Source: an optimization exercise on an open RTL-to-GDS flow (aim: small area, a short achievable clock period and few clock cycles). Production flows keep margins and buffers that such runs may drop.
Only simulation tests tie the RTL to the original design; equivalence was not proved.

`flow/constraint.sdc`:
```
create_clock -name core_clock -period 24.0 [get_ports {CLK}]
set_input_delay 4.8000 -clock core_clock [delete_from_list [all_inputs] [get_ports {CLK}]]
set_output_delay 4.8000 -clock core_clock [all_outputs]
set_load 0.01 [all_outputs]
```
`flow/design.v`:
```
package trialign_pkg;
  localparam int LEN_A_MAX  = 64;
  localparam int LEN_BC_MAX = 8;
  localparam int SYM_BITS     = 4;
  localparam int SCORE_BITS   = 12;
  localparam int A_ADDR_BITS  = 6;
  localparam int BC_ADDR_BITS = 3;
  localparam int LEN_A_BITS   = 7;
  localparam int LEN_BC_BITS  = 4;
  localparam int E_BITS = 6;
  localparam int E_BASE = 6;
  localparam int NCOL   = LEN_BC_MAX + 1;
endpackage
`timescale 1ns/1ns
import trialign_pkg::*;
module seq_fetch (
  input  logic                                  CLK,
  input  logic                                  load0_i,
  input  logic                                  load_i,
  input  logic [trialign_pkg::BC_ADDR_BITS-1:0] idx_i,
  input  logic [trialign_pkg::SYM_BITS-1:0]     b_sym_i,
  input  logic [trialign_pkg::SYM_BITS-1:0]     c_sym_i,
  input  logic                                  swap_i,
  output logic [trialign_pkg::LEN_BC_MAX*trialign_pkg::SYM_BITS-1:0] b_o,
  output logic [trialign_pkg::LEN_BC_MAX*trialign_pkg::SYM_BITS-1:0] c_o,
  output logic [trialign_pkg::LEN_BC_MAX*trialign_pkg::SYM_BITS-1:0] row_o
);
  logic [SYM_BITS-1:0] b_regs [LEN_BC_MAX];
  logic [SYM_BITS-1:0] c_regs [LEN_BC_MAX];
  always_ff @(posedge CLK) begin
    if (load0_i) begin
      b_regs[0] <= b_sym_i;
      c_regs[0] <= c_sym_i;
    end
    if (load_i) begin
      b_regs[idx_i] <= b_sym_i;
      c_regs[idx_i] <= c_sym_i;
    end
  end
  always_comb begin
    for (int n = 0; n < LEN_BC_MAX; n++) begin
      b_o[n*SYM_BITS +: SYM_BITS]   = b_regs[n];
      c_o[n*SYM_BITS +: SYM_BITS]   = c_regs[n];
      row_o[n*SYM_BITS +: SYM_BITS] = swap_i ? c_regs[n] : b_regs[n];
    end
  end
endmodule
`timescale 1ns/1ns
import trialign_pkg::*;
module plane_store (
  input  logic                                  CLK,
  input  logic                                  fp_i,      
  input  logic                                  fr_i,      
  input  logic                                  bl_i,      
  input  logic                                  in_i,      
  input  logic                                  ar_i,      
  input  logic [trialign_pkg::SYM_BITS-1:0]     a_i,       
  input  logic [trialign_pkg::SYM_BITS-1:0]     r_i,       
  input  logic [2:0]                            lm1_i,     
  input  logic                                  l2_i,      
  input  logic [2:0]                            lm1_nx_i,
  input  logic                                  br_i,      
  input  logic [trialign_pkg::SYM_BITS-1:0]     b_i,       
  input  logic                                  sw_i,      
  input  logic [trialign_pkg::LEN_BC_MAX*trialign_pkg::SYM_BITS-1:0] b_i_sym,
  input  logic [trialign_pkg::LEN_BC_MAX*trialign_pkg::SYM_BITS-1:0] c_i_sym,
  output logic [trialign_pkg::NCOL*trialign_pkg::E_BITS-1:0] a_out_o,   
  output logic [trialign_pkg::NCOL*trialign_pkg::E_BITS-1:0] b_out_o    
);
  typedef logic [E_BITS-1:0]   e_t;
  typedef logic [SYM_BITS-1:0] s_t;
  localparam int NB = LEN_BC_MAX - 2;    
  logic       fp   [NCOL];
  logic       fr   [NCOL+1];
  logic       bl   [NCOL+1];
  logic       in   [NCOL];
  logic       sw   [NCOL+1];
  logic       ar   [NCOL];
  s_t         as   [NCOL];
  s_t         rs   [NCOL+1];
  logic [2:0] lm1  [NCOL];
  logic       l2   [NCOL];
  logic       br   [NCOL];
  s_t         bs   [NCOL];
  logic       fp_q  [1:NCOL-1];
  logic       fr_q  [1:NCOL];
  logic       bl_q  [1:NCOL];
  logic       in_q  [1:NCOL-1];
  logic       sw_q  [1:NCOL];
  logic       ar_q  [1:NCOL-1];
  s_t         as_q  [1:NCOL-1];
  s_t         rs_q  [1:NCOL];
  logic [2:0] lm1_q [1:NCOL-1];
  logic       l2_q  [1:NCOL-1];
  logic       br_q  [1:NCOL-1];
  s_t         bs_q  [1:NCOL-1];
  logic       aca [1:NCOL-1];
  logic       rca [1:NCOL-1];
  logic       acb [1:NCOL-1];
  logic       rcb [1:NCOL-1];
  logic       aca_nx [1:NCOL-1];
  logic       rca_nx [1:NCOL-1];
  logic       acb_nx [1:NCOL-1];
  logic       rcb_nx [1:NCOL-1];
  logic [2:0] lm1_nx [NCOL];
  always_comb begin
    fp[0]  = fp_i;
    fr[0]  = fr_i;
    bl[0]  = bl_i;
    in[0]  = in_i;
    sw[0]  = sw_i;
    ar[0]  = ar_i;
    as[0]  = a_i;
    rs[0]  = r_i;
    lm1[0] = lm1_i;
    l2[0]  = l2_i;
    br[0]  = br_i;
    bs[0]  = b_i;
    lm1_nx[0] = lm1_nx_i;
    for (int k = 1; k < NCOL; k++) begin
      fp[k]  = fp_q[k];
      fr[k]  = fr_q[k];
      bl[k]  = bl_q[k];
      in[k]  = in_q[k];
      sw[k]  = sw_q[k];
      ar[k]  = ar_q[k];
      as[k]  = as_q[k];
      rs[k]  = rs_q[k];
      lm1[k] = lm1_q[k];
      l2[k]  = l2_q[k];
      br[k]  = br_q[k];
      bs[k]  = bs_q[k];
      lm1_nx[k] = lm1[k-1];
    end
    fr[NCOL] = fr_q[NCOL];
    bl[NCOL] = bl_q[NCOL];
    sw[NCOL] = sw_q[NCOL];
    rs[NCOL] = rs_q[NCOL];
    for (int k = 1; k < NCOL; k++) begin
      s_t cola, colb;
      cola = sw[k-1] ? b_i_sym[(k-1)*SYM_BITS +: SYM_BITS] : c_i_sym[(k-1)*SYM_BITS +: SYM_BITS];
      colb = sw[k]   ? b_i_sym[(k-1)*SYM_BITS +: SYM_BITS] : c_i_sym[(k-1)*SYM_BITS +: SYM_BITS];
      aca_nx[k] = (as[k-1] == cola);
      rca_nx[k] = (rs[k-1] == cola);
      acb_nx[k] = (bs[k-1] == colb);
      rcb_nx[k] = (rs[k]   == colb);
    end
  end
  always_ff @(posedge CLK) begin
    for (int s = 1; s < NCOL; s++) begin
      fp_q[s]  <= fp[s-1];
      in_q[s]  <= in[s-1];
      ar_q[s]  <= ar[s-1];
      as_q[s]  <= as[s-1];
      lm1_q[s] <= lm1[s-1];
      l2_q[s]  <= l2[s-1];
      br_q[s]  <= br[s-1];
      bs_q[s]  <= bs[s-1];
      aca[s]   <= aca_nx[s];
      rca[s]   <= rca_nx[s];
      acb[s]   <= acb_nx[s];
      rcb[s]   <= rcb_nx[s];
    end
    for (int s = 1; s <= NCOL; s++) begin
      fr_q[s] <= fr[s-1];
      bl_q[s] <= bl[s-1];
      sw_q[s] <= sw[s-1];
      rs_q[s] <= rs[s-1];
    end
  end
  e_t da1 [NCOL];           
  e_t da2 [NCOL];           
  e_t db  [NCOL][1:NB];     
  e_t rl  [NCOL];           
  e_t rl1 [NCOL];           
  e_t c0a [NCOL];           
  e_t c0b [NCOL];           
  e_t ea  [NCOL];
  e_t eb  [NCOL];
  e_t pa  [NCOL];
  e_t tap [NCOL];
  e_t ea0, eb0;
  e_t za  [NCOL];           
  e_t zb  [NCOL];           
  e_t za_q [1:NCOL-1];
  e_t zb_q [1:NCOL-1];
  always_comb begin
    za[0] = e_t'(E_BASE);
    zb[0] = e_t'(E_BASE);
    for (int k = 1; k < NCOL; k++) begin
      za[k] = za_q[k];
      zb[k] = zb_q[k];
    end
  end
  always_comb begin
    for (int k = 0; k < NCOL; k++) begin
      if (fp[k])      pa[k] = e_t'(0);
      else if (l2[k]) pa[k] = db[k][1];
      else            pa[k] = rl[k];
    end
  end
  function automatic logic egt(input e_t x, input e_t y);
    logic g;
    g = 1'b0;
    for (int b = 0; b < E_BITS; b++) g = (x[b] & ~y[b]) | ((x[b] | ~y[b]) & g);
    egt = g;
  endfunction
  function automatic e_t max3(input e_t p, input e_t rw, input e_t pp, input logic eq);
    e_t c1, m;
    c1 = pp + e_t'(1) + e_t'(eq);
    m  = egt(p, rw) ? p : rw;
    max3 = egt(c1, m) ? c1 : m;
  endfunction
  assign ea0 = max3(pa[0], fr[0] ? za[0] : da1[0],
                    fr[0] ? (fp[0] ? e_t'(0) : zb[0]) : rl1[0], ar[0]);
  assign eb0 = max3(da1[0], fr[1] ? zb[0] : db[0][1], fr[1] ? za[0] : da2[0], br[0]);
  always_ff @(posedge CLK) begin
    for (int k = 1; k < NCOL; k++) begin
      if (bl[k]) za_q[k] <= in[k] ? e_t'(E_BASE) : max3(zb[k], za[k-1], zb[k-1], aca_nx[k]);
      if (bl[k+1]) zb_q[k] <= max3(za[k], zb[k-1], za[k-1], acb_nx[k]);
    end
  end
  assign ea[0] = ea0;
  assign eb[0] = eb0;
  for (genvar k = 1; k < NCOL; k++) begin : g_col
    cell_score u_a (
      .c0_i    (c0a[k]),
      .pp_i    (fr[k] ? (fp[k] ? e_t'(0) : zb[k]) : rl1[k]),
      .np_i    (rl1[k-1]),
      .nrw_i   (fr[k] ? za[k-1] : da2[k-1]),
      .p_i     (pa[k]),
      .rw_i    (fr[k] ? za[k] : da1[k]),
      .nl_i    (da1[k-1]),
      .eq_ar_i (ar[k]),
      .eq_ac_i (aca[k]),
      .eq_rc_i (rca[k]),
      .e_o     (ea[k])
    );
    cell_score u_b (
      .c0_i    (c0b[k]),
      .pp_i    (fr[k+1] ? za[k] : da2[k]),
      .np_i    (da2[k-1]),
      .nrw_i   (fr[k+1] ? zb[k-1] : db[k-1][2]),
      .p_i     (da1[k]),
      .rw_i    (fr[k+1] ? zb[k] : db[k][1]),
      .nl_i    (db[k-1][1]),
      .eq_ar_i (br[k]),
      .eq_ac_i (acb[k]),
      .eq_rc_i (rcb[k]),
      .e_o     (eb[k])
    );
  end
  always_comb begin
    for (int k = 0; k < NCOL; k++) begin
      case (lm1_nx[k])
        3'd1:    tap[k] = db[k][1];
        3'd2:    tap[k] = db[k][2];
        3'd3:    tap[k] = db[k][3];
        3'd4:    tap[k] = db[k][4];
        3'd5:    tap[k] = db[k][5];
        default: tap[k] = db[k][6];
      endcase
    end
  end
  always_ff @(posedge CLK) begin
    for (int k = 0; k < NCOL; k++) begin
      da1[k] <= ea[k];
      da2[k] <= da1[k];
      db[k][1] <= eb[k];
      for (int m = 2; m <= NB; m++) db[k][m] <= db[k][m-1];
      rl[k]  <= tap[k];
      rl1[k] <= pa[k];
    end
    for (int k = 1; k < NCOL; k++) begin
      c0a[k] <= (fr[k-1] ? (fp[k-1] ? e_t'(0) : zb[k-1]) : rl1[k-1]) + e_t'(3)
                + e_t'(ar[k-1]) + e_t'(aca_nx[k]) + e_t'(rca_nx[k]);
      c0b[k] <= (fr[k] ? za[k-1] : da2[k-1]) + e_t'(3) + e_t'(br[k-1])
                + e_t'(acb_nx[k]) + e_t'(rcb_nx[k]);
    end
  end
  always_comb begin
    for (int k = 0; k < NCOL; k++) begin
      a_out_o[k*E_BITS +: E_BITS] = da2[k];
      b_out_o[k*E_BITS +: E_BITS] = db[k][1];
    end
  end
endmodule
`timescale 1ns/1ns
import trialign_pkg::*;
module cell_score (
  input  logic [trialign_pkg::E_BITS-1:0] c0_i,    
  input  logic [trialign_pkg::E_BITS-1:0] pp_i,    
  input  logic [trialign_pkg::E_BITS-1:0] np_i,    
  input  logic [trialign_pkg::E_BITS-1:0] nrw_i,   
  input  logic [trialign_pkg::E_BITS-1:0] p_i,     
  input  logic [trialign_pkg::E_BITS-1:0] rw_i,    
  input  logic [trialign_pkg::E_BITS-1:0] nl_i,    
  input  logic                            eq_ar_i,
  input  logic                            eq_ac_i,
  input  logic                            eq_rc_i,
  output logic [trialign_pkg::E_BITS-1:0] e_o
);
  typedef logic [E_BITS-1:0] e_t;
  function automatic logic egt(input e_t x, input e_t y);
    logic g;
    g = 1'b0;
    for (int b = 0; b < E_BITS; b++) g = (x[b] & ~y[b]) | ((x[b] | ~y[b]) & g);
    egt = g;
  endfunction
  function automatic e_t emax(input e_t x, input e_t y);
    emax = egt(x, y) ? x : y;
  endfunction
  function automatic e_t inc12(input e_t x, input logic e);
    e_t r;
    logic c;
    c = ~e;
    r[0] = x[0] ^ c;
    c = e | (x[0] & c);
    for (int b = 1; b < E_BITS; b++) begin
      r[b] = x[b] ^ c;
      c = x[b] & c;
    end
    inc12 = r;
  endfunction
  e_t c1, c2, c3;
  assign c1 = inc12(pp_i, eq_ar_i);
  assign c2 = inc12(np_i, eq_ac_i);
  assign c3 = inc12(nrw_i, eq_rc_i);
  assign e_o = emax(emax(emax(p_i, rw_i), nl_i), emax(emax(c0_i, c1), emax(c2, c3)));
endmodule
`timescale 1ns/1ns
import trialign_pkg::*;
module trialign_top (
  input  logic                                       CLK,
  input  logic                                       rst,
  input  logic                                       start_i,
  input  logic [trialign_pkg::LEN_A_BITS-1:0]         len_a_i,
  input  logic [trialign_pkg::LEN_BC_BITS-1:0]        len_b_i,
  input  logic [trialign_pkg::LEN_BC_BITS-1:0]        len_c_i,
  input  logic [trialign_pkg::SYM_BITS-1:0]           a_sym_i,
  input  logic [trialign_pkg::SYM_BITS-1:0]           b_sym_i,
  input  logic [trialign_pkg::SYM_BITS-1:0]           c_sym_i,
  input  logic                                       score_ready_i,
  output logic [trialign_pkg::A_ADDR_BITS-1:0]        a_addr_o,
  output logic [trialign_pkg::BC_ADDR_BITS-1:0]       b_addr_o,
  output logic [trialign_pkg::BC_ADDR_BITS-1:0]       c_addr_o,
  output logic                                       busy_o,
  output logic signed [trialign_pkg::SCORE_BITS-1:0]  score_o,
  output logic                                       score_valid_o
);
  localparam int W = NCOL * E_BITS;
  typedef logic [E_BITS-1:0] e_t;
  localparam logic [1:0] S_IDLE = 2'd0;
  localparam logic [1:0] S_WAIT = 2'd1;
  localparam logic [1:0] S_RUN  = 2'd2;
  localparam logic [1:0] S_HOLD = 2'd3;
  logic [1:0]             state;
  logic [2:0]             ld_cnt;
  logic                   fresh;       
  logic [LEN_A_BITS-1:0]  la_q;
  logic [LEN_BC_BITS-1:0] lb_q;
  logic [LEN_BC_BITS-1:0] lc_q;
  logic                   swap_q;
  logic [LEN_BC_BITS-1:0] lr_q;        
  logic                   lr1_q;       
  logic [LEN_BC_BITS-1:0] lp_q;        
  logic [2:0]             lm1_q;       
  logic                   l2_q;        
  logic [LEN_BC_BITS-1:0] lcol_q;      
  logic [9:0]             k_q;         
  logic [LEN_A_BITS-1:0]  pa_q;        
  logic [LEN_BC_BITS-1:0] j_q;
  logic [A_ADDR_BITS-1:0] a_addr_q;
  logic                   first_plane;
  logic                   first_row;
  logic [SYM_BITS-1:0]    a_t1;        
  logic [SYM_BITS-1:0]    a_cur;       
  logic [SYM_BITS-1:0]    b_cur;       
  logic                   eq_ar_q;
  logic                   eq_br_q;
  logic [SYM_BITS-1:0]    bs_q;        
  logic [3:0]             cap_cnt;     
  logic                   iss_d;       
  logic [LEN_BC_BITS-1:0] res_lcol;
  logic [9:0]             res_k;
  logic                   res_odd;     
  e_t                     res_e;
  logic                   pend;
  logic [LEN_BC_MAX*SYM_BITS-1:0] b_sym;
  logic [LEN_BC_MAX*SYM_BITS-1:0] c_sym;
  logic [LEN_BC_MAX*SYM_BITS-1:0] row_sym;
  logic [W-1:0] a_out, b_out;
  logic         start_ok, row_end, job_end, issue, slot_free, cap, quiet;
  logic [SYM_BITS-1:0] rs_next, rs_cur;
  e_t           cap_e, fin;
  assign start_ok  = start_i && !busy_o;
  assign row_end   = !fresh && (j_q == lp_q);
  assign job_end   = (fresh ? lr1_q : (j_q >= lr_q)) && (pa_q + 7'd1 >= la_q);
  assign issue     = (state == S_RUN) && job_end;
  assign slot_free = !score_valid_o || score_ready_i;
  assign quiet     = !score_valid_o && !pend && ((ld_cnt == '0) || (ld_cnt == 3'd7));
  assign a_addr_o = a_addr_q;
  assign b_addr_o = ld_cnt;
  assign c_addr_o = ld_cnt;
  seq_fetch u_fetch (
    .CLK     (CLK),
    .load0_i (!busy_o),
    .load_i  (ld_cnt != '0),
    .idx_i   (ld_cnt),
    .b_sym_i (b_sym_i),
    .c_sym_i (c_sym_i),
    .swap_i  (swap_q),
    .b_o     (b_sym),
    .c_o     (c_sym),
    .row_o   (row_sym)
  );
  plane_store u_array (
    .CLK      (CLK),
    .fp_i     (first_plane),
    .fr_i     (first_row),
    .bl_i     (((state == S_RUN) && row_end) || start_ok),
    .in_i     (start_ok),
    .ar_i     (eq_ar_q),
    .a_i      (a_cur),
    .r_i      (rs_cur),
    .lm1_i    (lm1_q),
    .l2_i     (l2_q),
    .lm1_nx_i (lm1_q),
    .br_i     (eq_br_q),
    .b_i      (bs_q),
    .sw_i     (swap_q),
    .b_i_sym  (b_sym),
    .c_i_sym  (c_sym),
    .a_out_o  (a_out),
    .b_out_o  (b_out)
  );
  assign rs_cur  = row_sym[3'(j_q - 4'd1)*SYM_BITS +: SYM_BITS];
  assign rs_next = row_sym[(row_end ? 3'd0 : j_q[2:0])*SYM_BITS +: SYM_BITS];
  always_ff @(posedge CLK) begin
    if (start_ok) begin
      la_q   <= len_a_i;
      lb_q   <= len_b_i;
      lc_q   <= len_c_i;
      swap_q <= (len_c_i < len_b_i);
      lr1_q  <= (len_b_i <= 4'd1) || (len_c_i <= 4'd1);
    end
    if (fresh) begin
      lr_q   <= swap_q ? lc_q : lb_q;
      lp_q   <= (swap_q ? (lc_q < 4'd2) : (lb_q < 4'd2)) ? 4'd2 : (swap_q ? lc_q : lb_q);
      lm1_q  <= (swap_q ? (lc_q < 4'd3) : (lb_q < 4'd3)) ? 3'd0 : 3'(swap_q ? lc_q - 4'd2 : lb_q - 4'd2);
      l2_q   <= swap_q ? (lc_q < 4'd3) : (lb_q < 4'd3);
      lcol_q <= swap_q ? lb_q : lc_q;
      k_q    <= 10'd18 + {1'b0, la_q, 2'b00} + {4'b0, lb_q, 2'b00} + {4'b0, lc_q, 2'b00};
    end
    if (!busy_o) b_cur <= a_sym_i;
    eq_ar_q <= ((row_end ? a_t1 : a_cur) == rs_next);
    eq_br_q <= (b_cur == rs_cur);
    bs_q    <= b_cur;
    if (start_ok) begin
      pa_q        <= '0;
      j_q         <= 4'd1;
      first_plane <= 1'b1;
      first_row   <= 1'b1;
    end else if (state == S_RUN) begin
      if (first_row) a_t1 <= a_sym_i;
      if (row_end) begin
        j_q         <= 4'd1;
        first_row   <= 1'b1;
        pa_q        <= pa_q + 7'd2;
        first_plane <= 1'b0;
        a_cur       <= a_t1;
        b_cur       <= a_sym_i;
      end else begin
        j_q       <= j_q + 1'b1;
        first_row <= 1'b0;
      end
    end
    if (iss_d) begin
      res_lcol <= lcol_q;
      res_k    <= k_q;
      res_odd  <= la_q[0];
    end
    if (cap) res_e <= cap_e;
    if ((cap || pend) && slot_free) begin
      score_o <= SCORE_BITS'(fin) + SCORE_BITS'({fin, 1'b0}) - SCORE_BITS'(res_k);
    end
  end
  assign cap   = (cap_cnt == 4'd1);
  assign cap_e = res_odd ? b_out[res_lcol*E_BITS +: E_BITS] : a_out[res_lcol*E_BITS +: E_BITS];
  assign fin   = pend ? res_e : cap_e;
  always_ff @(posedge CLK or posedge rst) begin
    if (rst) begin
      state         <= S_IDLE;
      ld_cnt        <= '0;
      fresh         <= 1'b0;
      a_addr_q      <= '0;
      busy_o        <= 1'b0;
      score_valid_o <= 1'b0;
      pend          <= 1'b0;
      cap_cnt       <= '0;
      iss_d         <= 1'b0;
    end else begin
      fresh <= start_ok;
      if (ld_cnt != '0) ld_cnt <= ld_cnt + 1'b1;
      iss_d <= issue;
      if (iss_d) cap_cnt <= lcol_q[3] ? 4'd9 : lcol_q + 4'd1;
      else if (cap_cnt != '0) cap_cnt <= cap_cnt - 1'b1;
      if ((cap || pend) && slot_free) begin
        score_valid_o <= 1'b1;
        pend          <= 1'b0;
      end else begin
        if (score_ready_i) score_valid_o <= 1'b0;
        if (cap) pend <= 1'b1;
      end
      case (state)
        S_WAIT: begin
          if ((cap_cnt == '0) && !iss_d) state <= S_RUN;
        end
        S_RUN: begin
          if (job_end) begin
            if (quiet) begin
              state  <= S_IDLE;
              busy_o <= 1'b0;
            end else begin
              state <= S_HOLD;
            end
          end
        end
        S_HOLD: begin
          if (quiet) begin
            state  <= S_IDLE;
            busy_o <= 1'b0;
          end
        end
        default: ;
      endcase
      if (issue) begin
        a_addr_q <= '0;
      end else if ((state == S_RUN) && row_end) begin
        a_addr_q <= A_ADDR_BITS'(pa_q + 7'd3);
      end else if (state == S_RUN) begin
        a_addr_q <= A_ADDR_BITS'(pa_q + 7'd2);
      end
      if (start_ok) begin
        a_addr_q <= A_ADDR_BITS'(1);
        state  <= (((cap_cnt != '0) || iss_d) && (len_a_i < 7'd8)) ? S_WAIT : S_RUN;
        busy_o <= 1'b1;
        ld_cnt <= 3'd1;
      end
    end
  end
endmodule
```
`flow/config.mk`:
```
export PLATFORM = sky130hd
export DESIGN_NAME = trialign_top
export DESIGN_NICKNAME = trialign_top
export VERILOG_FILES = /design/flow/design.v
export SDC_FILE = /design/flow/constraint.sdc
export NUM_CORES = 4
export LEC_CHECK = 0
export ABC_AREA = 1
export CAP_MARGIN = 10
export CORE_MARGIN = 2
export CORE_UTILIZATION = 60
export CTS_CLUSTER_DIAMETER = 100
export CTS_CLUSTER_SIZE = 20
export PLACE_DENSITY = 0.7
export SLEW_MARGIN = 10
```
`flow/flow/run.sh`:
```
#!/bin/bash
# Layout: the standard flow, except that the port buffers are plain
# buffers (buf_2) instead of the delay cell buffer_ports picks itself, and
# that timing repair aims for 18 ns of setup slack at the 24 ns clock, so
# that it sizes the logic for a shorter achieved period.
set -euo pipefail
export BUFFER_PORTS_ARGS="-buffer_cell sky130_fd_sc_hd__buf_2"
export SETUP_SLACK_MARGIN=18
bash standard.sh > standard.log 2>&1
```
`flow/standard.sh`:
```
#!/bin/bash
# synth_recipe.tcl (not shown) runs the flow's synth.tcl, then flattens the netlist and writes it again
# the make line also repeats each setting of config.mk as NAME=value (left out here)
make -C /OpenROAD-flow-scripts/flow DESIGN_CONFIG=/design/flow/config.mk WORK_HOME=/design/flow/orfs CLKGATE_MAP_FILE= SYNTH_SCRIPT=/design/flow/synth_recipe.tcl "${@:-finish}"
```
==> impl_metrics.ini, run 1 <==
[run_status]
status = timing/DRC/antenna clean

[sta]
setup_slack_ns = 17.94
final.setup_skew_ns = 0.0300
max_slew_margin_pct = 19.7
drv_slew = 0
period_needed_ns = 6.06
fin_crit_sh_pct = 25.3
rsz0062_at_grt = yes
finalHoldViolations = 0
worst_slew_pin_slew_ns = 1.20
setup_viol = 0
setup_tns_ns = 0
max_freq_ghz = 0.165

[finish]
seqCellArea_mm2 = 0.0250
layout-drive-gt1-share_pct = 5.57
multiInputGateArea_mm2 = 0.0348
fillers = 10200
post-route-cell-area_mm2 = 0.0701
final_nets = 9704
fin_cells = 10800
syn_to_final_growth_pct = 5.34

[synthesis]
syn_area_mm2 = 0.0666
async_flop_share_pct = 1.78
synth.top_cell.area_share_pct = 26.0
synth_ff_type = dfxtp_1
syn_inst = 9265
ys_seq_area_share_pct = 37.5
ys_warn_count = 100
synth_largest_area_cell = dfxtp_1
synth_area_per_cell_um2 = 7.19
synth_edf_count = 239
synth-seq-cells = 1124
syn-num-nets = 9687
synth_cell_types = 68
yosys-top-cells-area = dfxtp_1, nand2_1, edfxtp_1

[die]
die_h_um = 337
die-area_mm2 = 0.114
row_count = 122
io_pins = 57
core_area_mm2 = 0.110
fp.dieW_um = 337
start_util_pct = 60.3

[worst_setup_path]
setup.worst_path.end_class = output port
path_class = flip-flop to output port
path_delay_family = flip-flops
r2r_slack_ns = 18.56
cp_max_fo = 3
rr_worst_depth = 18
crit_cells = 1
slowest_stage = dfrtp_2
worstReg2RegStart = res_lcol[0]
critPathCapture = c_addr_o[0]
r2r_end = score_o[9]
cp_cell_sequence = buf_6
cp-startpoint = ld_cnt[0]
slowest_delay_ns = 0.46
crit_required_ns = 19.20
crit_buf_inv = 1
arrival_ns = 1.26
worstSetupStartpointType = flip-flop

[detailed_routing]
firstDrtPassIters = 9
routed_wl_mm = 205
antenna_left = 0
vias = 60500
drtIter0Drc = 6022
wl_per_cell_um = 19.0
drc = 0
routed_via_density = 5.60

[global_routing]
grt_use_total_pct = 35.4
grt_pass1_wl_mm = 311
antenna_found_initial = 4
grt_pass1_vias = 54600
grt_max_degree = 84
grt-ovfl-total = 0

[cts]
clock_latency_ns = 0.68
cts_max_level = 3
cts-buffers-inserted = 67
cts_tree = done
path_clk_slew_ns = 0.10
cts_num_sinks = 1124
cts-hold-fix-buffers = 0
cts-root-buf = clkbuf_16
cts_buffer_depth = 3

[worst_hold_path]
hold_path.class = flip-flop to flip-flop

[job]
drv_cap = 0

[placement]
pre_cts_slack_ns = 17.29
dpl_cell_area_mm2 = 0.0681
gp_congestion = 0.994
port_buffers = 56
dpl.hpwl_mm = 164
place_inst = 10700
==> area by class of cell <==
type	instances	share of cell area, %
Sequential cell	1124	35.6
Tap cell	1488	2.65
Antenna cell	1	0.00357
Inverter	1613	8.64
Timing Repair Buffer	85	0.754
Clock buffer	90	2.55
Clock inverter	11	0.178
Multi-Input combinational cell	6391	49.6
==> layout by cell type, fill, tap and decap left out, types with 159 or more instances in the layout <==
cell	netlist	layout
xor2_1	190	190
o21ai_0	694	694
o22ai_1	159	159
inv_1	1576	1576
a21oi_1	159	159
nor2_1	409	408
ha_1	349	349
dfxtp_1	865	865
nand3_1	694	694
nand2_1	2648	2647
edfxtp_1	239	239
==> synth_stat cells (137+ instances only) <==
master,n
nand2_1,2648
inv_1,1576
dfxtp_1,865
nand3_1,694
o21ai_0,694
nor2_1,409
ha_1,349
edfxtp_1,239
xor2_1,190
a21oi_1,159
o22ai_1,159
o21ai_1,137
==> state kept, by name (all words and copies together) (netlist names), 9 cells and up <==
register / flops
u_array.db: 324
u_array.da1: 54
u_array.da2: 54
u_array.rl1: 54
u_array.rl: 54
u_array.c0a: 48
u_array.c0b: 48
u_array.za_q: 48
u_array.zb_q: 48
u_array.rs_q: 32
u_fetch.b_regs: 32
u_fetch.c_regs: 32
u_array.as_q: 28
u_array.bs_q: 28
u_array.lm1_q: 21
score_o: 11
u_array.bl_q: 9
u_array.fr_q: 9
==> what timing repair did <==
action	in CTS	in global routing
setup endpoints to repair	24	37
setup buffers	6	3
resized for setup	6	4
==> routing by layer <==
layer	share of wire (%)	track usage, %
met5	0.013	0
met1	43	48.0
met4	4.4	14.1
met3	8.0	4.67
met2	45	57.1
==> logic make-up after synthesis <==
group / synth area share, %
compound gates: 13.3
xor+xnor: 4.04
fa+ha+maj: 7.82
buf+inv: 10.3
flops: 37.5
simple gates: 27.1
==> through the flow <==
| step | utilization [%] | hold WS (ns) |
|---|---|---|
| finish | 63.6 | 0.343 |
| global route | 63.6 | 0.351 |
| CTS | 63.5 | 0.347 |
| detailed placement | 61.7 | 0.335 |
| global placement | 61.7 | 0.331 |
| floorplan | - | 0.326 |
==> how the worst min path moves through the flow <==
stage / from / endpoint / slack (ns) / depth (start not counted)
after global placement: u_array.db[27][2] / u_array.db[28][2] / 0.33 / 0
final: u_array.bs_q[1][3] / u_array.bs_q[2][3] / 0.34 / 0
after global routing: u_array.db[3][2] / u_array.db[4][2] / 0.35 / 0
after detailed placement: u_array.db[31][2] / u_array.db[32][2] / 0.33 / 0
after CTS: u_array.db[3][4] / u_array.db[4][4] / 0.35 / 0
after floorplan: u_array.l2_q[4] / u_array.l2_q[5] / 0.33 / 0
Testbench counts, summed over its fixed seeds: cycles 11,251.
==> run 2, diff against run 1 <==
--- a/flow/config.mk
+++ b/flow/config.mk
@@ -7,9 +7,9 @@
 export LEC_CHECK = 0
 export ABC_AREA = 1
-export CAP_MARGIN = 10
+export CAP_MARGIN = 40
 export CORE_MARGIN = 2
-export CORE_UTILIZATION = 60
+export CORE_UTILIZATION = 70
 export CTS_CLUSTER_DIAMETER = 100
 export CTS_CLUSTER_SIZE = 20
-export PLACE_DENSITY = 0.7
-export SLEW_MARGIN = 10
+export PLACE_DENSITY = 0.8
+export SLEW_MARGIN = 40
==> impl_metrics.ini, run 2 <==
[global_routing]
antenna_found_initial = 5
grt_use_total_pct = 40.5
grt_pass1_wl_mm = 312
grt_max_degree = 58
grt-ovfl-total = 0
grt_pass1_vias = 57600

[synthesis]
syn_inst = 9265
synth_area_per_cell_um2 = 7.19
ys_seq_area_share_pct = 37.5
synth-seq-cells = 1124
ys_warn_count = 100
yosysMostFrequentCell = nand2_1
async_flop_share_pct = 1.78
synth_cell_types = 68
syn-num-nets = 9687
synth_edf_count = 239
synthTopCellsByCount = nand2_1, inv_1, dfxtp_1
synth.top_cell.area_share_pct = 26.0
syn_area_mm2 = 0.0666
synth_ff_type = dfxtp_1
yosys-top-cells-area = dfxtp_1, nand2_1, edfxtp_1
synth_largest_area_cell = dfxtp_1

[cts]
path_clk_slew_ns = 0.09
cts-root-buf = clkbuf_16
cts_buffer_depth = 3
cts-hold-fix-buffers = 0
cts_num_sinks = 1124
clock_latency_ns = 0.68
cts_max_level = 3
cts_tree = done
cts-buffers-inserted = 67

[detailed_routing]
drtIter0Drc = 7098
antenna_left = 0
drc = 0
routed_via_density = 5.87
vias = 62100
routed_wl_mm = 203
wl_per_cell_um = 19.2
firstDrtPassIters = 9

[worst_setup_path]
r2r_slack_ns = 18.50
slowest_delay_ns = 0.44
worstSetupStartpointType = flip-flop
path_delay_family = flip-flops
cp_cell_sequence = buf_6
path_class = flip-flop to output port
arrival_ns = 1.25
crit_required_ns = 19.20
crit_buf_inv = 1
slowest_stage = dfrtp_2
cp_max_fo = 3
setup.worst_path.end_class = output port

[finish]
largest_reg_flops = 324
layout-drive-gt1-share_pct = 5.61
most-common-layout-cells = nand2_1, inv_1, dfxtp_1, nand3_1, o21ai_0
syn_to_final_growth_pct = 4.94
fin_cells = 10600
final_common_cell = nand2_1
post-route-cell-area_mm2 = 0.0699
utilization_pct = 73.9
final_nets = 9701
regMostFlops = u_array.db

[die]
die-area_mm2 = 0.0976
start_util_pct = 70.4
fp.dieW_um = 312
core_area_mm2 = 0.0946
die_h_um = 312
row_count = 113
io_pins = 57

[worst_hold_path]
hold_path.class = flip-flop to flip-flop

[sta]
final.setup_skew_ns = 0.0288
rsz0062_at_grt = yes
period_needed_ns = 6.05
fin_crit_sh_pct = 25.2
setup_tns_ns = 0
drv_slew = 0
worst_slew_pin_slew_ns = 0.931
setup_slack_ns = 17.95
max_slew_margin_pct = 37.3
max_freq_ghz = 0.165
setup_viol = 0
timing.hold.ws_ns = 0.343
finalHoldViolations = 0

[run_status]
status = timing/DRC/antenna clean

[placement]
place_inst = 10500
dpl.hpwl_mm = 159
gp_congestion = 1.03
pre_cts_slack_ns = 17.37
port_buffers = 56
dpl_cell_area_mm2 = 0.0679

[job]
drv_cap = 0
run 2: cell counts after synthesis:
Identical to the previous run, type by type.
run 2: repair_timing:
item,in CTS,in global routing
pin swaps,0,0
setup buffers,5,2
endpoints found under the setup margin,24,35
gates resized for setup,5,5
run 2: per-layer routing:
metal | up-vias | routed length (um) | global-route usage (%)
met1 | 28300 | 78300 | 51.5
met4 | 4 | 11800 | 20.3
met3 | 721 | 21600 | 7.84
met5 | - | 31 | 0
met2 | 3224 | 91200 | 65.8
li1 | 29900 | - | -
run 2: final cells by class:
class	instances	area [um2]
Multi-Input combinational cell	6391	34800
Clock buffer	93	1810
Tap cell	1265	1580
Timing Repair Buffer	82	504
Sequential cell	1124	25000
Fill cell	7592	24700
Inverter	1613	6060
Antenna cell	5	12.5
Clock inverter	9	110
run 2: cell families after synthesis:
family,count (synthesis),share of synthesized area (%)
and+or+nand+nor,4200,27.1
adders and majority gates,391,7.82
xor gates and xnor gates,300,4.04
DFF,1124,37.5
AOI/OAI and AO/OA,1500,13.3
buffers and inverters,1750,10.3
run 2: path summary, 6_finish.rpt:
kind / start / to / cells past startpoint
worst max-delay path: ld_cnt[2] / b_addr_o[2] / 1
worst min-delay path: u_array.db[31][4] / u_array.db[32][4] / 0
worst max register to register: res_lcol[0] / score_o[9] / 18
worst min register to register: u_array.db[31][4] / u_array.db[32][4] / 0
max in group asynchronous: rst / ld_cnt[0] / 2
min in group asynchronous: rst / score_valid_o / 2
==> run 3, diff against run 2 <==
==> flow/flow/run.sh (replaced) <==
#!/bin/bash
# Layout: the standard flow, except that the port buffers are plain
# buffers (buf_2) instead of the delay cell buffer_ports picks itself, and
# that timing repair aims for 17.6 ns of setup slack at the 24 ns clock, so
# that it sizes the logic for a shorter achieved period.
set -euo pipefail
export BUFFER_PORTS_ARGS="-buffer_cell sky130_fd_sc_hd__buf_2"
export SETUP_SLACK_MARGIN=17.6
bash standard.sh > standard.log 2>&1
--- a/flow/config.mk
+++ b/flow/config.mk
@@ -6,10 +6,9 @@
 export NUM_CORES = 4
 export LEC_CHECK = 0
-export ABC_AREA = 1
 export CAP_MARGIN = 40
 export CORE_MARGIN = 2
-export CORE_UTILIZATION = 70
+export CORE_UTILIZATION = 30
 export CTS_CLUSTER_DIAMETER = 100
 export CTS_CLUSTER_SIZE = 20
-export PLACE_DENSITY = 0.8
+export PLACE_DENSITY = 0.4
 export SLEW_MARGIN = 40
==> impl_metrics.ini, run 3 <==
[die]
die_h_um = 478
fp.dieW_um = 478
row_count = 174
io_pins = 57
start_util_pct = 30.1
core_area_mm2 = 0.224
die-area_mm2 = 0.229

[detailed_routing]
vias = 52300
routed_wl_mm = 222
wl_per_cell_um = 21.6
drc = 0
antenna_left = 0
routed_via_density = 5.07
firstDrtPassIters = 6
drtIter0Drc = 3237

[sta]
rsz0062_at_grt = yes
period_needed_ns = 6.27
max_freq_ghz = 0.160
drv_slew = 0
max_slew_margin_pct = 37.7
setup_viol = 0
worst_slew_pin_slew_ns = 0.934
setup_slack_ns = 17.73
timing.hold.ws_ns = 0.342
fin_crit_sh_pct = 26.1
finalHoldViolations = 0
setup_tns_ns = 0
final.setup_skew_ns = 0.0433

[placement]
pre_cts_slack_ns = 17.11
dpl_cell_area_mm2 = 0.0711
port_buffers = 56
dpl.hpwl_mm = 173
gp_congestion = 0.825

[worst_setup_path]
worstSetupStartpointType = flip-flop
cp-startpoint = ld_cnt[0]
slowest_stage = dfrtp_1
r2r_slack_ns = 17.87
crit_cells = 1
rr_worst_depth = 24
setup.worst_path.end_class = output port
r2r_end = u_array.da1[1][4]
path_class = flip-flop to output port
critPathCapture = c_addr_o[0]
crit_required_ns = 19.20
arrival_ns = 1.47
worstReg2RegStart = u_array.fr_q[1]
cp_max_fo = 10
crit_buf_inv = 1
cp_cell_sequence = buf_2
slowest_delay_ns = 0.54
path_delay_family = flip-flops

[synthesis]
yosys.area_share.simple_pct = 12.4
synth.area.mux_share_pct = 13.7
syn-num-nets = 7695
synth-adder-area-share_pct = 12.1
async_flop_share_pct = 1.78
yosysMostFrequentCell = dfxtp_1
synth_largest_area_cell = dfxtp_1
ys_warn_count = 100
synth_xor_xnor_area_share_pct = 4.72
syn_area_mm2 = 0.0675
synth_area_per_cell_um2 = 9.28
syn_inst = 7273
synth_compound_area_share_pct = 14.7
synth_cell_types = 101
yosys-top-cells-area = dfxtp_1, edfxtp_1, mux2i_1
synth-seq-cells = 1124
synth_top_family_by_area = compound AO/OA/AOI/OAI gates
synth_ff_type = dfxtp_1
synth.top_cell.area_share_pct = 25.6
ys_seq_area_share_pct = 37.0
synth_edf_count = 239
synthTopCellsByCount = dfxtp_1, inv_1, mux2i_1

[cts]
path_clk_slew_ns = 0.09
cts_buffer_depth = 3
clock_latency_ns = 0.74
cts_max_level = 3
cts-root-buf = clkbuf_16
cts_tree = done
cts_num_sinks = 1124
cts-buffers-inserted = 74

[finish]
fillers = 23100
most-common-layout-cells = dfxtp_1, inv_1, mux2i_1, nor2_1, a21oi_1
final_nets = 7678
post-route-cell-area_mm2 = 0.0744
final_common_cell = dfxtp_1
syn_to_final_growth_pct = 10.2
largest_reg_flops = 324
layout-drive-gt1-share_pct = 9.62
regMostFlops = u_array.db

[global_routing]
grt-ovfl-total = 0
antenna_found_initial = 3
grt_pass1_wl_mm = 329
grt_pass1_vias = 50700
grt_max_degree = 57
grt_use_total_pct = 18.8

[run_status]
status = timing/DRC/antenna clean

[job]
drv_cap = 0

[worst_hold_path]
hold_path.class = flip-flop to flip-flop
-- run 3: changes by cell type after synthesis, moves of 288 or more --
cell     previous run  this run
nand3_1           694        96
o21ai_0           694       353
mux2i_1             0       597
maj3_1              0       288
a21oi_1           159       480
inv_1            1576       683
nand2_1          2648       469
-- run 3: per-stage QoR --
step | cells | util [%]
after floorplan | 7273 | -
after global placement | 10100 | 31.7
after detailed placement | 10100 | 31.7
after CTS | 10300 | 32.8
after global routing | 10300 | 33.2
final | 10300 | 33.2
-- run 3: kinds of logic after synthesis --
kind of cell | count (synthesis)
AND/OR/NAND/NOR | 1764
flip-flops | 1124
buffers and inverters | 938
XOR/XNOR | 364
AO/OA/AOI/OAI | 1564
adder cells (fa/ha/maj) | 688
multiplexers | 831
-- run 3: timing repair --
action	4_1_cts	5_1_grt
endpoints found under the hold margin	0	0
setup endpoints to repair	46	64
gates resized for setup	40	110
cloned	1	3
hold buffers	0	0
buffers inserted	4	28
pin swaps	3	20
-- run 3: metal layers --
metal  track usage [%]  wire length (um)  vias up
met3              1.83              7020      215
met5                 0                 0        -
met2              32.8            108000      922
met4              4.20              5000        0
met1              24.9            102000    25300
li1                  -                 -    25800
-- run 3: area by class of cell --
cell class	count	area (um2)	share of cell area, %
Multi-Input combinational cell	5211	39500	53.1
Sequential cell	1124	25000	33.6
Inverter	686	2580	3.47
Tap cell	2992	3740	5.03
Clock inverter	31	298	0.400
Clock buffer	99	2020	2.71
Timing Repair Buffer	159	1250	1.67
Antenna cell	5	12.5	0.0168
-- run 3: how the worst min path moves through the flow --
stage | start | endpoint | slack, ns | cells past startpoint
floorplan | u_array.db[9][2] | u_array.db[10][2] | 0.32 | 0
global placement | u_array.db[3][0] | u_array.db[4][0] | 0.33 | 0
detailed placement | u_array.db[3][2] | u_array.db[4][2] | 0.33 | 0
CTS | u_array.db[28][3] | u_array.db[29][3] | 0.34 | 0
global route | u_array.db[3][2] | u_array.db[4][2] | 0.35 | 0
finish | u_array.db[52][0] | u_array.db[53][0] | 0.34 | 0
-- run 3: worst register-to-register path: cells and delay by family (launching register included) --
family / cells / cell delay, ns
adders and majority gates: 11 / 3.50
buffers and inverters: 4 / 0.34
DFF: 1 / 0.37
muxes: 3 / 0.64
and+or+nand+nor: 3 / 0.70
AOI/OAI and AO/OA: 3 / 0.52
==> run 4, diff against run 3 <==
==> flow/flow/run.sh (replaced) <==
#!/bin/bash
# Layout: the standard flow, except that the port buffers are plain
# buffers (buf_2) instead of the delay cell buffer_ports picks itself, and
# that timing repair aims for 17.9 ns of setup slack at the 24 ns clock, so
# that it sizes the logic for a shorter achieved period.
set -euo pipefail
export BUFFER_PORTS_ARGS="-buffer_cell sky130_fd_sc_hd__buf_2"
export SETUP_SLACK_MARGIN=17.9
bash standard.sh > standard.log 2>&1
--- a/flow/config.mk
+++ b/flow/config.mk
@@ -6,9 +6,10 @@
 export NUM_CORES = 4
 export LEC_CHECK = 0
+export ABC_AREA = 1
 export CAP_MARGIN = 40
 export CORE_MARGIN = 2
-export CORE_UTILIZATION = 30
+export CORE_UTILIZATION = 60
 export CTS_CLUSTER_DIAMETER = 100
 export CTS_CLUSTER_SIZE = 20
-export PLACE_DENSITY = 0.4
+export PLACE_DENSITY = 0.7
 export SLEW_MARGIN = 40
==> impl_metrics.ini, run 4 <==
[finish]
fin_cells = 10800
most-common-layout-cells = nand2_1, inv_1, dfxtp_1, nand3_1, o21ai_0
largest_reg_flops = 324
seqCellArea_mm2 = 0.0250
multiInputGateArea_mm2 = 0.0348
layout-drive-gt1-share_pct = 5.67
final_nets = 9700
final_common_cell = nand2_1
fillers = 10200
syn_to_final_growth_pct = 5.50
regMostFlops = u_array.db
utilization_pct = 63.7

[worst_setup_path]
cp_max_fo = 3
path_class = flip-flop to output port
slowest_stage = dfrtp_2
path_delay_family = flip-flops
slowest_delay_ns = 0.44
worstSetupStartpointType = flip-flop
setup.worst_path.end_class = output port
cp_cell_sequence = buf_2
crit_required_ns = 19.20
crit_buf_inv = 1
arrival_ns = 1.27

[synthesis]
synth_largest_area_cell = dfxtp_1
ys_warn_count = 100
synth_ff_type = dfxtp_1
yosys-top-cells-area = dfxtp_1, nand2_1, edfxtp_1
ys_seq_area_share_pct = 37.5
async_flop_share_pct = 1.78
synth-seq-cells = 1124
synth_cell_types = 68
syn_inst = 9265
synth_edf_count = 239
syn_area_mm2 = 0.0666
synth_area_per_cell_um2 = 7.19
synth.top_cell.area_share_pct = 26.0
synthTopCellsByCount = nand2_1, inv_1, dfxtp_1
yosysMostFrequentCell = nand2_1
syn-num-nets = 9687

[global_routing]
antenna_found_initial = 6
grt_pass1_vias = 55400
grt_use_total_pct = 35.5
grt-ovfl-total = 0
grt_pass1_wl_mm = 312
grt_max_degree = 74

[sta]
fin_crit_sh_pct = 25.3
drv_slew = 0
worst_slew_pin_slew_ns = 0.935
finalHoldViolations = 0
final.setup_skew_ns = 0.0339
rsz0062_at_grt = no
timing.hold.ws_ns = 0.339
setup_viol = 0
period_needed_ns = 6.07
max_slew_margin_pct = 37.0
max_freq_ghz = 0.165
setup_tns_ns = 0

[cts]
cts_buffer_depth = 3
cts_max_level = 3
cts_num_sinks = 1124
clock_latency_ns = 0.70
cts-buffers-inserted = 68
cts_tree = done
cts-root-buf = clkbuf_16
path_clk_slew_ns = 0.09
cts-hold-fix-buffers = 0

[placement]
port_buffers = 56
place_inst = 10700
dpl.hpwl_mm = 164
gp_congestion = 0.972

[die]
row_count = 122
core_area_mm2 = 0.110
die_h_um = 337
start_util_pct = 60.3
die-area_mm2 = 0.114
fp.dieW_um = 337
io_pins = 57

[detailed_routing]
firstDrtPassIters = 8
drtIter0Drc = 5703
antenna_left = 0
vias = 60400
routed_wl_mm = 205
wl_per_cell_um = 19.0
routed_via_density = 5.59
drc = 0

[run_status]
status = timing/DRC/antenna clean

[worst_hold_path]
hold_path.class = flip-flop to flip-flop

[job]
drv_cap = 0
[run 4: worst register-to-register path, delay by kind of cell (launching register included)]
family          cells  cell delay (ns)
compound gates      3             1.06
fa+ha+maj           5             1.09
buf+inv             7             0.76
flops               1             0.80
simple gates       19             1.63
[run 4: cell families after synthesis]
| kind of cell | count (synthesis) | synth area share (%) |
|---|---|---|
| adders and majority gates | 391 | 7.82 |
| AOI/OAI and AO/OA | 1500 | 13.3 |
| and+or+nand+nor | 4200 | 27.1 |
| buffers and inverters | 1750 | 10.3 |
| DFF | 1124 | 37.5 |
| xor gates and xnor gates | 300 | 4.04 |
[run 4: metal layers]
metal,GRT usage [%],vias to the layer above,wire (um)
met5,0,-,51
met4,17.3,8,10700
met3,5.29,511,15900
met2,57.6,2344,92300
met1,46.3,27600,86400
li1,-,29900,-
[run 4: worst paths after layout]
kind,to,start,slack [ns],cells past startpoint
max in group asynchronous,ld_cnt[0],rst,19.52,2
min in group asynchronous,a_addr_q[0],rst,4.12,2
hold reg to reg,u_array.db[53][0],u_array.db[52][0],0.34,0
setup / recovery,c_addr_o[0],ld_cnt[0],17.93,1
hold / removal,u_array.db[53][0],u_array.db[52][0],0.34,0
setup reg to reg,u_array.da1[3][1],u_array.fr_q[3],18.56,34
[run 4: layout make-up]
| class | instances | area share [%] |
|---|---|---|
| flip-flops and latches | 1124 | 35.6 |
| inverters | 1613 | 8.63 |
| clock inverters | 15 | 0.317 |
| clock buffers | 92 | 2.61 |
| repair buffers | 80 | 0.682 |
| multi-input cells | 6391 | 49.5 |
| diodes | 1 | 0.00356 |
| well taps | 1488 | 2.65 |
[run 4: stage by stage]
| stage | area (um2) | setup WS, ns |
|---|---|---|
| after global placement | 68100 | 17.26 |
| final | 70300 | 17.93 |
| after floorplan | 66600 | 18.00 |
| after detailed placement | 68100 | 17.19 |
| after global routing | 70300 | 17.90 |
| after CTS | 70200 | 17.89 |
[run 4: what timing repair did]
item,in CTS,in global routing
resized for setup,3,3
setup buffers,4,0
pin swaps,0,0
setup endpoints to repair,7,11
endpoints found under the hold margin,0,0
==> run 5, diff against run 4 <==
==> flow/flow/run.sh (replaced) <==
#!/bin/bash
# Layout: the standard flow, except that the port buffers are plain
# buffers (buf_2) instead of the delay cell buffer_ports picks itself, and
# that timing repair aims for 17.5 ns of setup slack at the 24 ns clock, so
# that it sizes the logic for a shorter achieved period.
set -euo pipefail
export BUFFER_PORTS_ARGS="-buffer_cell sky130_fd_sc_hd__buf_2"
export SETUP_SLACK_MARGIN=17.5
bash standard.sh > standard.log 2>&1
==> impl_metrics.ini, run 5 <==
[global_routing]
grt_pass1_vias = 54400
grt_pass1_wl_mm = 309
antenna_found_initial = 5
grt_use_total_pct = 35.1
grt_max_degree = 58
grt-ovfl-total = 0

[finish]
final_common_cell = nand2_1
largest_reg_flops = 324
syn_to_final_growth_pct = 5.36
layout-drive-gt1-share_pct = 5.54
fin_cells = 10800
most-common-layout-cells = nand2_1, inv_1, dfxtp_1, nand3_1, o21ai_0
regMostFlops = u_array.db
final_nets = 9695
post-route-cell-area_mm2 = 0.0702
utilization_pct = 63.6

[die]
core_area_mm2 = 0.110
fp.dieW_um = 337
die-area_mm2 = 0.114
io_pins = 57
row_count = 122
die_h_um = 337
start_util_pct = 60.3

[worst_setup_path]
worstSetupStartpointType = primary input
slowest_delay_ns = 0.48
worstReg2RegStart = res_odd
setup.worst_path.end_class = flip-flop
path_delay_family = simple AND/OR/NAND/NOR gates
slowest_stage = nor2_1
cpMostUsedCell = nor2_1
crit_required_ns = 24.36
critPathCapture = a_t1[0]
arrival_ns = 6.60
crit_buf_inv = 3
r2r_slack_ns = 18.47
cp_max_fo = 28
cp_cell_sequence = buf_2, nand2_1, inv_2, nor2_1, inv_1, nor2_1
cp-startpoint = start_i
rr_worst_depth = 20
r2r_end = score_o[9]
crit_cells = 6
path_class = primary input to flip-flop

[synthesis]
synth_area_per_cell_um2 = 7.19
synth_largest_area_cell = dfxtp_1
synth_xor_xnor_area_share_pct = 4.04
ys_seq_area_share_pct = 37.5
syn-num-nets = 9687
synth-seq-cells = 1124
async_flop_share_pct = 1.78
synthTopCellsByCount = nand2_1, inv_1, dfxtp_1
yosys.area_share.simple_pct = 27.1
synth_top_family_by_area = simple AND/OR/NAND/NOR gates
syn_area_mm2 = 0.0666
synth_ff_type = dfxtp_1
synth_compound_area_share_pct = 13.3
synth_edf_count = 239
yosys-top-cells-area = dfxtp_1, nand2_1, edfxtp_1
yosysMostFrequentCell = nand2_1
synth.area.mux_share_pct = 0
synth_cell_types = 68
synth-adder-area-share_pct = 7.82
ys_warn_count = 100
syn_inst = 9265
synth.top_cell.area_share_pct = 26.0

[cts]
cts_buffer_depth = 3
cts-hold-fix-buffers = 0
path_clk_slew_ns = 0.08
cts-root-buf = clkbuf_16
cts-buffers-inserted = 68
clock_latency_ns = 0.69
postCtsSetupBuffers = 0
cts_tree = done
cts_num_sinks = 1124
cts_max_level = 3
cts-resized-gates = 0

[sta]
drv_slew = 0
max_freq_ghz = 0.160
max_slew_margin_pct = 35.3
period_needed_ns = 6.25
setup_tns_ns = 0
setup_viol = 0
fin_crit_sh_pct = 26.0
finalHoldViolations = 0
final.setup_skew_ns = 0.0336
worst_slew_pin_slew_ns = 0.961
setup_slack_ns = 17.75
rsz0062_at_grt = no
timing.hold.ws_ns = 0.344

[detailed_routing]
routed_via_density = 5.59
wl_per_cell_um = 18.9
routed_wl_mm = 204
drc = 0
firstDrtPassIters = 8
drtIter0Drc = 6173
antenna_left = 0
vias = 60400

[placement]
place_inst = 10700
dpl_cell_area_mm2 = 0.0681
pre_cts_slack_ns = 17.05
dpl.hpwl_mm = 162
port_buffers = 56
gp_congestion = 1.01

[run_status]
status = timing/DRC/antenna clean

[worst_hold_path]
hold_path.class = flip-flop to flip-flop
hold_depth = 0

[job]
drv_cap = 0
## run 5: worst min-delay path by stage
stage / from / end / slack, ns
floorplan: u_array.l2_q[4] / u_array.l2_q[5] / 0.33
global placement: u_array.db[4][1] / u_array.db[5][1] / 0.33
detailed placement: u_array.db[39][0] / u_array.db[40][0] / 0.33
CTS: u_array.db[25][1] / u_array.db[26][1] / 0.35
global route: u_array.db[27][4] / u_array.db[28][4] / 0.35
finish: u_array.db[25][1] / u_array.db[26][1] / 0.34
## run 5: cell type report
class	count	area [um2]
Fill cell	10200	40200
Multi-Input combinational cell	6391	34800
Clock buffer	93	1860
Inverter	1613	6060
Antenna cell	1	2.50
Clock inverter	13	170
Tap cell	1488	1860
Sequential cell	1124	25000
Timing Repair Buffer	75	423
## run 5: worst reg2reg max path: stages, from the launching register on
cell and delay [ns]:
edfxtp_1 0.33, buf_4 0.42, buf_4 0.52, a21oi_1 0.19, o21ai_0 0.23, o21ai_0 0.37, o211ai_1 0.63, o2111ai_1 0.25
nand2_1 0.28, nand3_1 0.09, o21ai_0 0.22, fa_1 0.50, inv_1 0.07, ha_1 0.20, nand2_1 0.06, o21ai_0 0.27
a21oi_1 0.11, o21bai_1 0.24, a21oi_1 0.10, nor2_1 0.12, xor2_1 0.08
## run 5: metal layers
layer  share of wire, %  wire (um)  vias to the layer above  track usage [%]
met5              0.029         60                        -                0
met4                4.8       9770                        8             14.9
met3                8.4      17200                      483             5.87
met2                 44      89400                     2282             55.7
met1                 43      87300                    27800             47.4
li1                   -          -                    29900                -
## run 5: cell families after synthesis
group / Yosys count
simple gates: 4200
buf+inv: 1750
fa+ha+maj: 391
flops: 1124
compound gates: 1500
xor+xnor: 300
==> run 6, diff against run 5 <==
==> flow/flow/run.sh (replaced) <==
#!/bin/bash
# Layout: the standard flow, except that the port buffers are plain
# buffers (buf_2) instead of the delay cell buffer_ports picks itself, and
# that timing repair aims for 18 ns of setup slack at the 24 ns clock, so
# that it sizes the logic for a shorter achieved period.
set -euo pipefail
export BUFFER_PORTS_ARGS="-buffer_cell sky130_fd_sc_hd__buf_2"
export SETUP_SLACK_MARGIN=18
bash standard.sh > standard.log 2>&1
--- a/flow/config.mk
+++ b/flow/config.mk
@@ -12,4 +12,5 @@
 export CTS_CLUSTER_DIAMETER = 100
 export CTS_CLUSTER_SIZE = 20
+export GPL_TIMING_DRIVEN = 1
 export PLACE_DENSITY = 0.7
 export SLEW_MARGIN = 40
==> impl_metrics.ini, run 6 <==
[finish]
seqCellArea_mm2 = 0.0250
final_nets = 9703
most-common-layout-cells = nand2_1, inv_1, dfxtp_1, nand3_1, o21ai_0
syn_to_final_growth_pct = 5.40
regMostFlops = u_array.db
multiInputGateArea_mm2 = 0.0348
fillers = 10200
fin_cells = 10800
final_common_cell = nand2_1
layout-drive-gt1-share_pct = 5.66
largest_reg_flops = 324

[synthesis]
synth_cell_types = 68
syn_area_mm2 = 0.0666
synth.top_cell.area_share_pct = 26.0
synthTopCellsByCount = nand2_1, inv_1, dfxtp_1
synth-seq-cells = 1124
yosysMostFrequentCell = nand2_1
synth_area_per_cell_um2 = 7.19
synth_edf_count = 239
synth_largest_area_cell = dfxtp_1
yosys-top-cells-area = dfxtp_1, nand2_1, edfxtp_1
syn-num-nets = 9687
ys_warn_count = 100
async_flop_share_pct = 1.78
synth_ff_type = dfxtp_1
syn_inst = 9265
ys_seq_area_share_pct = 37.5

[worst_setup_path]
slowest_stage = dfrtp_2
crit_buf_inv = 1
slowest_delay_ns = 0.45
crit_required_ns = 19.20
setup.worst_path.end_class = output port
cp_max_fo = 3
arrival_ns = 1.26
worstSetupStartpointType = flip-flop
cp_cell_sequence = buf_6
path_delay_family = flip-flops
path_class = flip-flop to output port

[die]
row_count = 122
die-area_mm2 = 0.114
die_h_um = 337
fp.dieW_um = 337
io_pins = 57
start_util_pct = 60.3
core_area_mm2 = 0.110

[sta]
fin_crit_sh_pct = 25.3
period_needed_ns = 6.06
finalHoldViolations = 0
max_slew_margin_pct = 37.9
drv_slew = 0
rsz0062_at_grt = yes
max_freq_ghz = 0.165
setup_slack_ns = 17.94
timing.hold.ws_ns = 0.344
setup_viol = 0
setup_tns_ns = 0
final.setup_skew_ns = 0.0214
worst_slew_pin_slew_ns = 0.922

[cts]
path_clk_slew_ns = 0.10
cts-buffers-inserted = 67
cts_buffer_depth = 3
clock_latency_ns = 0.68
cts_num_sinks = 1124
cts_tree = done
cts-root-buf = clkbuf_16
cts_max_level = 3

[global_routing]
grt_pass1_vias = 54600
grt_use_total_pct = 35.2
grt-ovfl-total = 0
grt_pass1_wl_mm = 310
grt_max_degree = 84
antenna_found_initial = 5

[detailed_routing]
routed_via_density = 5.63
vias = 60800
drtIter0Drc = 5758
wl_per_cell_um = 19.0
firstDrtPassIters = 6
routed_wl_mm = 205
drc = 0
antenna_left = 0

[run_status]
status = timing/DRC/antenna clean

[placement]
place_inst = 10700
pre_cts_slack_ns = 17.30
gp_congestion = 0.994
port_buffers = 56
dpl.hpwl_mm = 164

[worst_hold_path]
hold_path.class = flip-flop to flip-flop

[job]
drv_cap = 0
## run 6: kinds of logic after synthesis
kind of cell             share of synthesized area, %
buffers and inverters                            10.3
XOR/XNOR                                         4.04
flip-flops                                       37.5
AO/OA/AOI/OAI                                    13.3
adder cells (fa/ha/maj)                          7.82
AND/OR/NAND/NOR                                  27.1
## run 6: final timing paths
path	start	end	slack (ns)	depth (start not counted)
setup reg to reg	res_lcol[0]	score_o[9]	18.62	18
min in group asynchronous	rst	score_valid_o	4.14	2
max in group asynchronous	rst	ld_cnt[0]	19.49	2
hold reg to reg	u_array.bs_q[1][3]	u_array.bs_q[2][3]	0.34	0
setup / recovery	ld_cnt[0]	c_addr_o[0]	17.94	1
hold / removal	u_array.bs_q[1][3]	u_array.bs_q[2][3]	0.34	0
## run 6: area by class of cell
cell class                      count  area share (%)
Sequential cell                  1124            35.6
Antenna cell                        3          0.0107
Inverter                         1613            8.64
Clock inverter                     11           0.187
Tap cell                         1488            2.65
Timing Repair Buffer               84           0.767
Multi-Input combinational cell   6391            49.6
Clock buffer                       90            2.54
## run 6: stage by stage
step                utilization, %  area, um2
floorplan                        -      66600
CTS                           63.6      70100
finish                        63.6      70200
detailed placement            61.7      68100
global route                  63.6      70200
global placement              61.7      68100
## run 6: per-layer routing
metal | up-vias | track usage, % | wire length, um | part of all wire (%)
met5 | - | 0 | 0 | 0
met4 | 0 | 14.3 | 9290 | 4.5
met3 | 447 | 5.01 | 17100 | 8.3
met2 | 2480 | 56.9 | 91800 | 45
met1 | 28000 | 47.5 | 86500 | 42
li1 | 29900 | - | - | -
## run 6: timing repair
item,in CTS,in global routing
buffers inserted,6,2
hold buffers,0,0
resized for setup,9,4
setup endpoints to repair,26,37
==> run 7, diff against run 6 <==
--- a/flow/config.mk
+++ b/flow/config.mk
@@ -12,5 +12,4 @@
 export CTS_CLUSTER_DIAMETER = 100
 export CTS_CLUSTER_SIZE = 20
-export GPL_TIMING_DRIVEN = 1
 export PLACE_DENSITY = 0.7
 export SLEW_MARGIN = 40
==> impl_metrics.ini, run 7 <==
[run_status]
status = timing/DRC/antenna clean

[worst_setup_path]
crit_buf_inv = 1
path_class = flip-flop to output port
setup.worst_path.end_class = output port
worstSetupStartpointType = flip-flop
slowest_stage = dfrtp_2
slowest_delay_ns = 0.45
crit_required_ns = 19.20
cp_cell_sequence = buf_6
cp_max_fo = 3
arrival_ns = 1.26
path_delay_family = flip-flops

[global_routing]
antenna_found_initial = 5
grt_pass1_wl_mm = 310
grt_use_total_pct = 35.2
grt_pass1_vias = 54600
grt-ovfl-total = 0
grt_max_degree = 84

[die]
die-area_mm2 = 0.114
die_h_um = 337
row_count = 122
start_util_pct = 60.3
core_area_mm2 = 0.110
io_pins = 57
fp.dieW_um = 337

[sta]
worst_slew_pin_slew_ns = 0.922
fin_crit_sh_pct = 25.3
finalHoldViolations = 0
setup_viol = 0
setup_tns_ns = 0
rsz0062_at_grt = yes
max_freq_ghz = 0.165
period_needed_ns = 6.06
final.setup_skew_ns = 0.0214
max_slew_margin_pct = 37.9
timing.hold.ws_ns = 0.344
drv_slew = 0

[synthesis]
synth_ff_type = dfxtp_1
syn_area_mm2 = 0.0666
synthTopCellsByCount = nand2_1, inv_1, dfxtp_1
synth.top_cell.area_share_pct = 26.0
synth_largest_area_cell = dfxtp_1
ys_seq_area_share_pct = 37.5
ys_warn_count = 100
synth_area_per_cell_um2 = 7.19
async_flop_share_pct = 1.78
yosysMostFrequentCell = nand2_1
synth_cell_types = 68
synth-seq-cells = 1124
yosys-top-cells-area = dfxtp_1, nand2_1, edfxtp_1
syn-num-nets = 9687
synth_edf_count = 239
syn_inst = 9265

[worst_hold_path]
hold_path.class = flip-flop to flip-flop

[detailed_routing]
routed_via_density = 5.63
firstDrtPassIters = 6
drtIter0Drc = 5758
drc = 0
routed_wl_mm = 205
wl_per_cell_um = 19.0
vias = 60800
antenna_left = 0

[finish]
utilization_pct = 63.6
largest_reg_flops = 324
most-common-layout-cells = nand2_1, inv_1, dfxtp_1, nand3_1, o21ai_0
final_common_cell = nand2_1
syn_to_final_growth_pct = 5.40
fillers = 10200
seqCellArea_mm2 = 0.0250
regMostFlops = u_array.db
layout-drive-gt1-share_pct = 5.66
final_nets = 9703
multiInputGateArea_mm2 = 0.0348

[cts]
cts-root-buf = clkbuf_16
clock_latency_ns = 0.68
cts_buffer_depth = 3
cts-hold-fix-buffers = 0
cts-buffers-inserted = 67
path_clk_slew_ns = 0.10
cts_tree = done
cts_max_level = 3
cts_num_sinks = 1124

[placement]
dpl.hpwl_mm = 164
port_buffers = 56
gp_congestion = 0.994

[job]
drv_cap = 0
[run 7: cell counts in the layout (fill, tap and decap cells not counted)]
Identical to the previous run, type by type.
[run 7: metrics by stage]
step | setup WS (ns) | instances | area (um2)
6_report | 17.94 | 10800 | 70200
5_1_grt | 17.90 | 10800 | 70200
4_1_cts | 17.90 | 10800 | 70100
3_5_place_dp | 17.30 | 10700 | 68100
3_3_place_gp | 17.37 | 10700 | 68100
2_1_floorplan | 18.08 | 9265 | 66600
[run 7: routing by layer]
layer  part of all wire [%]  global-route usage (%)  up-vias
met2                     45                    56.9     2480
met3                    8.3                    5.01      447
met5                      0                       0        -
met1                     42                    47.5    28000
met4                    4.5                    14.3        0
li1                       -                       -    29900
[run 7: final timing paths]
| check | startpoint | end | slack (ns) | cells after the start |
|---|---|---|---|---|
| min | u_array.bs_q[1][3] | u_array.bs_q[2][3] | 0.34 | 0 |
| max in group asynchronous | rst | ld_cnt[0] | 19.49 | 2 |
| min in group asynchronous | rst | score_valid_o | 4.14 | 2 |
| min reg2reg | u_array.bs_q[1][3] | u_array.bs_q[2][3] | 0.34 | 0 |
| max reg2reg | res_lcol[0] | score_o[9] | 18.62 | 18 |
| max | ld_cnt[0] | c_addr_o[0] | 17.94 | 1 |
[run 7: worst reg2reg max path, delay by kind of cell (launching register included)]
family / cells / cell delay (ns)
buf+inv: 2 / 1.26
flops: 1 / 0.33
simple gates: 5 / 0.91
fa+ha+maj: 2 / 1.00
xor+xnor: 1 / 0.07
compound gates: 8 / 1.56
[run 7: cell type report]
type,instances,area share (%)
multi-input cells,6391,49.6
clock inverters,11,0.187
repair buffers,84,0.767
well taps,1488,2.65
inverters,1613,8.64
clock buffers,90,2.54
flip-flops and latches,1124,35.6
diodes,3,0.0107
[run 7: kinds of logic after synthesis]
family                   Yosys count  synth area share, %
XOR/XNOR                         300                 4.04
flip-flops                      1124                 37.5
AO/OA/AOI/OAI                   1500                 13.3
adder cells (fa/ha/maj)          391                 7.82
buffers and inverters           1750                 10.3
AND/OR/NAND/NOR                 4200                 27.1
[run 7: timing repair]
action / CTS / global route
buffers inserted: 6 / 2
endpoints found under the setup margin: 26 / 37
gates resized for setup: 9 / 4

separate check: timing with driven ports:
In the flow no input, the clock included, has a driving cell. The finished layouts below were timed again as built, in two steps. Step 1: set_driving_cell puts a clkbuf_16 on CLK and a buf_2 on each other input, an assumption about the parent block. Step 2 moves the port delays by t, midway between the first and last clock arrival at a register: inputs arrive t later, outputs are due t later. That takes back most of the time a late clock gives input paths. Slacks: no drivers / after step 1 / after step 2; pairs: no drivers / after step 1.
| run | t, ns | setup WS [ns] | worst setup path after step 2 | pins driven straight from the clock port |
|---|---|---|---|---|
| run 1 | 0.739 | 17.937 / 17.864 / 17.611 | input to register | 1 |
| run 2 | 0.739 | 17.947 / 17.874 / 17.613 | input to register | 1 |
| run 3 | 0.799 | 17.733 / 17.648 / 17.346 | input to register | 1 |
| run 4 | 0.752 | 17.926 / 17.853 / 17.474 | input to register | 1 |
| run 5 | 0.745 | 17.755 / 17.710 / 17.060 | input to register | 1 |
| run 6 | 0.748 | 17.938 / 17.863 / 17.621 | input to register | 1 |
| run 7 | 0.748 | 17.938 / 17.863 / 17.621 | input to register | 1 |
After both steps setup and hold are still met in every run listed. For run 5, which loses most, drivers alone change the setup slack by -0.045 ns; drivers and shift together by -0.695 ns.
